Background: an optimization exercise with open tools, aiming at small area. Do not read the settings as production practice.
Only simulation tests tie the RTL to the original design; equivalence was not proved.
Power is estimated from default activity; no workload was simulated. The clock port is modelled as an ideal driver; clocking choices that lean on that would not hold on a real chip.

==> flow/design.v (excerpt) <==
module flanger_top (
  input  logic                 clk,
  input  logic                 n_rst,
  input  logic                 flanger_en,
  input  logic                 in_req,
  input  logic                 out_ack,
  input  flanger_pkg::sample_t in_data,
  output logic                 in_ack,
  output logic                 out_req,
  output flanger_pkg::sample_t out_data
);
  logic                wr_en;
  logic                rd_en;
  logic                stall;
  logic                slot_end;
  logic                at_tap;
  logic                at_wr;
  logic                no_wet;
  logic [3-1:0]   dig;
  logic [4-1:0]   in_digit;
  logic [4-1:0]   rd_digit;
  assign in_digit = {in_data.left[2*dig+1], in_data.left[2*dig],
                     in_data.right[2*dig+1], in_data.right[2*dig]};
  flanger_ctrl u_ctrl (
    .clk      (clk),
    .n_rst    (n_rst),
    .in_req   (in_req),
    .out_ack  (out_ack),
    .slot_end (slot_end),
    .at_tap   (at_tap),
    .at_wr    (at_wr),
  ...
export LEC_CHECK = 0
export CAP_MARGIN = 20
export CORE_MARGIN = 2
export CORE_UTILIZATION = 40
export PLACE_DENSITY = 0.6
export SLEW_MARGIN = 20
create_clock -name core_clock -period 6.0 [get_ports {clk}]
run.sh (not shown) runs the stock make flow with config.mk's settings and CLKGATE_MAP_FILE= SYNTH_SCRIPT=/design/flow/synth_recipe.tcl, a recipe that flattens the netlist after the stock synthesis.
The first run finished clean.
Next try:
==> flow/flow/run.sh (new file) <==
#!/bin/bash
# Standard layout (standard.sh, unchanged synthesis) with two changes:
# a clock tree of fewer, larger leaf clusters without dummy loads, and the
# smallest buffer on each port.
set -e
export CTS_ARGS="-sink_clustering_enable -repair_clock_nets -sink_clustering_size 20 -sink_clustering_max_diameter 50 -buf_list sky130_fd_sc_hd__clkbuf_8 -root_buf sky130_fd_sc_hd__clkbuf_16 -sink_buffer_max_cap_derate 1.0 -dont_use_dummy_load"
export BUFFER_PORTS_ARGS="-buffer_cell sky130_fd_sc_hd__buf_1"
bash standard.sh > standard.log 2>&1
==> flow/standard.sh (new file) <==
#!/bin/bash
# synth_recipe.tcl (not shown) runs the flow's synth.tcl, then flattens the netlist and writes it again
# the make line also repeats each setting of config.mk as NAME=value (left out here)
make -C /OpenROAD-flow-scripts/flow DESIGN_CONFIG=/design/flow/config.mk WORK_HOME=/design/flow/orfs CLKGATE_MAP_FILE= SYNTH_SCRIPT=/design/flow/synth_recipe.tcl "${@:-finish}"
removed: flow/run.sh
Non-clock buffer count came out higher by 1.
Wire length came out lower by 4.2%.
Design area fell by 9.1%.
Clock skew grows by 0.039 ns.
Total power fell by 23%.
Cell count drops by 4.5%.
Die area is unchanged.

* * *

The RTL this note starts from:
==> flow/design.v <==
package flanger_pkg;
  typedef struct packed {
    logic signed [15:0] left;
    logic signed [15:0] right;
  } sample_t;
  typedef enum logic [2:0] {
    IDLE,
    READ,
    FIN,
    OUT_REQ,
    SWAP,
    OUT_DONE,
    IN_ACK
  } ctrl_state_t;
endpackage
`timescale 1ns/1ps
module flanger_ctrl (
  input  logic clk,
  input  logic n_rst,
  input  logic in_req,
  input  logic out_ack,
  input  logic slot_end,
  input  logic at_tap,
  input  logic tap_reg,
  input  logic at_swap,
  output logic in_ack,
  output logic out_req,
  output logic rd_en,
  output logic fin,
  output logic swap,
  output logic stall
);
  flanger_pkg::ctrl_state_t state;
  flanger_pkg::ctrl_state_t next_state;
  assign rd_en = (state == flanger_pkg::READ) && (tap_reg || at_tap);
  assign fin   = (state == flanger_pkg::FIN);
  assign swap  = (state == flanger_pkg::SWAP) && at_swap;
  assign stall = swap && slot_end;
  always_ff @(posedge clk, negedge n_rst) begin
    if (!n_rst) begin
      state <= flanger_pkg::IDLE;
    end else begin
      state <= next_state;
    end
  end
  always_comb begin
    next_state = state;
    case (state)
      flanger_pkg::IDLE: begin
        if (in_req && slot_end) begin
          next_state = flanger_pkg::READ;
        end
      end
      flanger_pkg::READ: begin
        if (rd_en && slot_end) begin
          next_state = flanger_pkg::FIN;
        end
      end
      flanger_pkg::FIN: begin
        next_state = flanger_pkg::OUT_REQ;
      end
      flanger_pkg::OUT_REQ: begin
        if (out_ack && slot_end) begin
          next_state = flanger_pkg::SWAP;
        end
      end
      flanger_pkg::SWAP: begin
        if (stall) begin
          next_state = flanger_pkg::OUT_DONE;
        end
      end
      flanger_pkg::OUT_DONE: begin
        if (!out_ack) begin
          next_state = flanger_pkg::IN_ACK;
        end
      end
      flanger_pkg::IN_ACK: begin
        if (!in_req) begin
          next_state = flanger_pkg::IDLE;
        end
      end
      default: begin
        next_state = flanger_pkg::IDLE;
      end
    endcase
  end
  assign out_req = (state == flanger_pkg::OUT_REQ);
  assign in_ack  = (state == flanger_pkg::IN_ACK);
endmodule
`timescale 1ns/1ps
module sweep_addr_gen (
  input  logic               clk,
  input  logic               n_rst,
  input  logic               stall,
  output logic [3-1:0]  dig,
  output logic               slot_end,
  output logic               at_tap,
  output logic               tap_reg,
  output logic               at_swap,
  output logic               no_wet
);
  localparam int STEP_W = $clog2(8);
  localparam logic [5:0] L0  = 6'b000101;
  localparam logic [5:0] L1  = 6'b001011;
  localparam logic [5:0] L36 = 6'b000000;    
  localparam logic [5:0] L38 = 6'b000011;    
  function automatic logic [5:0] step(input logic [5:0] x);
    step = {x[4:0], ~(x[5] ^ x[4])};
  endfunction
  function automatic logic [5:0] unstep(input logic [5:0] x);
    unstep = {~(x[0] ^ x[5]), x[5:1]};
  endfunction
  logic [5:0]        pos;
  logic [5:0]        tap;
  logic [STEP_W-1:0] step_cnt;
  logic              dir_dn;
  logic              at_end;
  logic              turn_dn;
  logic              started;
  assign slot_end = (dig == 3'(8 - 1));
  assign tap_reg  = (tap == L0);
  assign at_tap   = (pos == tap);
  assign at_swap  = (pos == L1);
  assign no_wet   = !started;
  always_ff @(posedge clk, negedge n_rst) begin
    if (!n_rst) begin
      dig <= '0;
      pos <= L36;
    end else begin
      dig <= dig + 1'b1;
      if (slot_end && !stall) begin
        pos <= (pos == L38) ? L0 : step(pos);
      end
    end
  end
  assign at_end  = dir_dn ? (tap == L36) : tap_reg;
  assign turn_dn = dir_dn ^ at_end;
  always_ff @(posedge clk, negedge n_rst) begin
    if (!n_rst) begin
      step_cnt <= '0;
      tap      <= L36;
      dir_dn   <= 1'b0;
      started  <= 1'b0;
    end else if (stall) begin
      step_cnt <= step_cnt + 1'b1;
      if (step_cnt == STEP_W'(4 - 1)) begin
        started <= 1'b1;
      end
      if (step_cnt == STEP_W'(8 - 1)) begin
        tap    <= turn_dn ? step(tap) : unstep(tap);
        dir_dn <= turn_dn;
      end
    end
  end
endmodule
`timescale 1ns/1ps
module delay_line_ram (
  input  logic                clk,
  input  logic                wr_en,
  input  logic [4-1:0]   wr_digit,
  output logic [4-1:0]   rd_digit
);
  localparam int STAGES = (40 - 1) * 8;
  logic [4-1:0] ring [0:STAGES-1];
  always_ff @(posedge clk) begin
    ring[0] <= wr_en ? wr_digit : ring[STAGES-1];
    for (int i = 1; i < STAGES; i++) begin
      ring[i] <= ring[i-1];
    end
  end
  assign rd_digit = ring[STAGES-1];
endmodule
`timescale 1ns/1ps
module flanger_mixer (
  input  logic                 clk,
  input  logic                 rd_en,
  input  logic                 fin,
  input  logic                 swap,
  input  logic                 wet_reg,
  input  logic [3-1:0]    dig,
  input  logic                 flanger_en,
  input  logic                 no_wet,
  input  logic [4-1:0]    dry,
  input  logic [4-1:0]    ring_digit,
  output flanger_pkg::sample_t mix_out
);
  logic [4-1:0] fr [0:8-1];
  logic [4-1:0] wet;
  logic [4-1:0] b;
  logic [4-1:0] res;
  logic [4-1:0] fr_in;
  logic              first_dig;
  logic              last_dig;
  logic              shift;
  logic              cy_r;
  logic              cy_l;
  logic              h_r;
  logic              h_l;
  assign wet = wet_reg ? fr[8-1] : ring_digit;
  assign b = flanger_en ? (no_wet ? '0 : wet) : dry;
  assign first_dig = (dig == '0);
  assign last_dig  = (dig == 3'(8 - 1));
  logic c0_r, s0_r, c1_r, s1_r, x_r;
  logic c0_l, s0_l, c1_l, s1_l, x_l;
  always_comb begin
    {c0_r, s0_r} = dry[0] + b[0] + (cy_r & !first_dig);
    {c1_r, s1_r} = dry[1] + b[1] + c0_r;
    {c0_l, s0_l} = dry[2] + b[2] + (cy_l & !first_dig);
    {c1_l, s1_l} = dry[3] + b[3] + c0_l;
    x_r = dry[1] ^ b[1] ^ c1_r;
    x_l = dry[3] ^ b[3] ^ c1_l;
  end
  assign res   = fin ? {cy_l, h_l, cy_r, h_r} : {s0_l, h_l, s0_r, h_r};
  assign fr_in = swap ? ring_digit : res;
  assign shift = swap || fin || (rd_en && (wet_reg || !first_dig));
  always_ff @(posedge clk) begin
    cy_r <= last_dig ? x_r : c1_r;
    cy_l <= last_dig ? x_l : c1_l;
    h_r  <= s1_r;
    h_l  <= s1_l;
    if (shift) begin
      fr[0] <= fr_in;
      for (int i = 1; i < 8; i++) begin
        fr[i] <= fr[i-1];
      end
    end
  end
  always_comb begin
    for (int k = 0; k < 8; k++) begin
      mix_out.right[2*k]   = fr[8-1-k][0];
      mix_out.right[2*k+1] = fr[8-1-k][1];
      mix_out.left[2*k]    = fr[8-1-k][2];
      mix_out.left[2*k+1]  = fr[8-1-k][3];
    end
  end
endmodule
`timescale 1ns/1ps
module flanger_top (
  input  logic                 clk,
  input  logic                 n_rst,
  input  logic                 flanger_en,
  input  logic                 in_req,
  input  logic                 out_ack,
  input  flanger_pkg::sample_t in_data,
  output logic                 in_ack,
  output logic                 out_req,
  output flanger_pkg::sample_t out_data
);
  logic                rd_en;
  logic                fin;
  logic                swap;
  logic                stall;
  logic                slot_end;
  logic                at_tap;
  logic                tap_reg;
  logic                at_swap;
  logic                no_wet;
  logic [3-1:0]   dig;
  logic [4-1:0]   in_digit;
  logic [4-1:0]   rd_digit;
  assign in_digit = {in_data.left[2*dig+1], in_data.left[2*dig],
                     in_data.right[2*dig+1], in_data.right[2*dig]};
  flanger_ctrl u_ctrl (
    .clk      (clk),
    .n_rst    (n_rst),
    .in_req   (in_req),
    .out_ack  (out_ack),
    .slot_end (slot_end),
    .at_tap   (at_tap),
    .tap_reg  (tap_reg),
    .at_swap  (at_swap),
    .in_ack   (in_ack),
    .out_req  (out_req),
    .rd_en    (rd_en),
    .fin      (fin),
    .swap     (swap),
    .stall    (stall)
  );
  sweep_addr_gen u_addr (
    .clk      (clk),
    .n_rst    (n_rst),
    .stall    (stall),
    .dig      (dig),
    .slot_end (slot_end),
    .at_tap   (at_tap),
    .tap_reg  (tap_reg),
    .at_swap  (at_swap),
    .no_wet   (no_wet)
  );
  delay_line_ram u_ram (
    .clk      (clk),
    .wr_en    (swap),
    .wr_digit (in_digit),
    .rd_digit (rd_digit)
  );
  flanger_mixer u_mixer (
    .clk        (clk),
    .rd_en      (rd_en),
    .fin        (fin),
    .swap       (swap),
    .wet_reg    (tap_reg),
    .dig        (dig),
    .flanger_en (flanger_en),
    .no_wet     (no_wet),
    .dry        (in_digit),
    .ring_digit (rd_digit),
    .mix_out    (out_data)
  );
endmodule
export LEC_CHECK = 0
export CAP_MARGIN = 20
export CORE_MARGIN = 2
export CORE_UTILIZATION = 40
export PLACE_DENSITY = 0.6
export SLEW_MARGIN = 20
create_clock -name core_clock -period 6.0 [get_ports {clk}]
standard.sh (not shown) runs the stock make flow with config.mk's settings and CLKGATE_MAP_FILE= SYNTH_SCRIPT=/design/flow/synth_recipe.tcl, a recipe that flattens the netlist after the stock synthesis.
==> flow/flow/run.sh <==
#!/bin/bash
# Standard layout (standard.sh, unchanged synthesis) with three changes:
# the combinational logic re-mapped for area after floorplanning
# (restructure.tcl), a clock tree of fewer, larger leaf clusters driven by
# buf_12 (about the drive of clkbuf_16 at less area) without dummy loads,
# and the smallest buffer on each port. ORFS writes each step's log under
# orfs/logs; make's own output goes to standard.log.
set -e
export POST_FLOORPLAN_TCL="$PWD/flow/restructure.tcl"
export CTS_ARGS="-sink_clustering_enable -repair_clock_nets -sink_clustering_size 34 -sink_clustering_max_diameter 100 -buf_list sky130_fd_sc_hd__buf_12 -root_buf sky130_fd_sc_hd__buf_12 -sink_buffer_max_cap_derate 1.0 -dont_use_dummy_load"
export BUFFER_PORTS_ARGS="-buffer_cell sky130_fd_sc_hd__buf_1"
bash standard.sh > standard.log 2>&1
==> flow/flow/restructure.tcl <==
# Run after floorplanning: re-map the combinational logic for area with
# OpenROAD's restructure (ABC). Registers and their names are left alone.
set lib $::env(PLATFORM_DIR)/lib/sky130_fd_sc_hd__tt_025C_1v80.lib
set rmp_dir $::env(RESULTS_DIR)/rmp
file mkdir $rmp_dir
restructure -target area -liberty_file $lib \
  -tielo_port sky130_fd_sc_hd__conb_1/LO -tiehi_port sky130_fd_sc_hd__conb_1/HI \
  -work_dir $rmp_dir
report_design_area
The baseline finished clean.
Then changed:
--- a/flow/flow/run.sh
+++ b/flow/flow/run.sh
@@ -10 +10 @@
-export CTS_ARGS="-sink_clustering_enable -repair_clock_nets -sink_clustering_size 34 -sink_clustering_max_diameter 100 -buf_list sky130_fd_sc_hd__buf_12 -root_buf sky130_fd_sc_hd__buf_12 -sink_buffer_max_cap_derate 1.0 -dont_use_dummy_load"
+export CTS_ARGS="-sink_clustering_enable -repair_clock_nets -sink_clustering_size 32 -sink_clustering_max_diameter 100 -buf_list sky130_fd_sc_hd__buf_12 -root_buf sky130_fd_sc_hd__buf_12 -sink_buffer_max_cap_derate 1.0 -dont_use_dummy_load"
What happened: Worst hold slack gets better by 0.0060 ns; area after synthesis does not change; non-clock buffer count is unchanged; first-iteration DRC count shrinks by 4.9%; power grows by 0.71%.

[re-timing with driven ports]
The results above use ideal ports. As a check the final layouts listed here were re-extracted and re-timed, cells and wires unchanged.
Step 1: set_driving_cell puts a clkbuf_16 on clk and a buf_2 on each other input, an assumption about the parent block.
Step 2 moves the port delays by t, midway between the first and last clock arrival at a register: inputs arrive t later, outputs are due t later. That takes back most of the time a late clock gives input paths.
a / b / c = no drivers / after step 1 / after step 2; a / b = the first two.
| run | shift t [ns] | setup WS [ns] | hold WS [ns] | latest minus earliest clock arrival (ns) | slew at the worst register clock pin (ns) |
|---|---|---|---|---|---|
| the first run of note 1 | 0.694 | 2.847 / 2.791 / 2.338 | 0.306 / 0.306 / 0.306 | 0.024 / 0.023 | 0.07 / 0.07 |
| the second run of note 1 | 0.619 | 3.246 / 3.246 / 2.723 | 0.283 / 0.283 / 0.283 | 0.062 / 0.062 | 0.11 / 0.11 |
| the first run of note 2 | 0.581 | 2.115 / 2.115 / 2.115 | 0.285 / 0.285 / 0.285 | 0.082 / 0.082 | 0.12 / 0.12 |
| the second run of note 2 | 0.599 | 2.120 / 2.120 / 2.120 | 0.291 / 0.291 / 0.291 | 0.053 / 0.052 | 0.12 / 0.12 |
After both steps setup and hold are still met in every run listed. For the second run of note 1, which loses most, drivers alone change the setup slack by 0.000 ns; drivers and shift together by -0.523 ns.
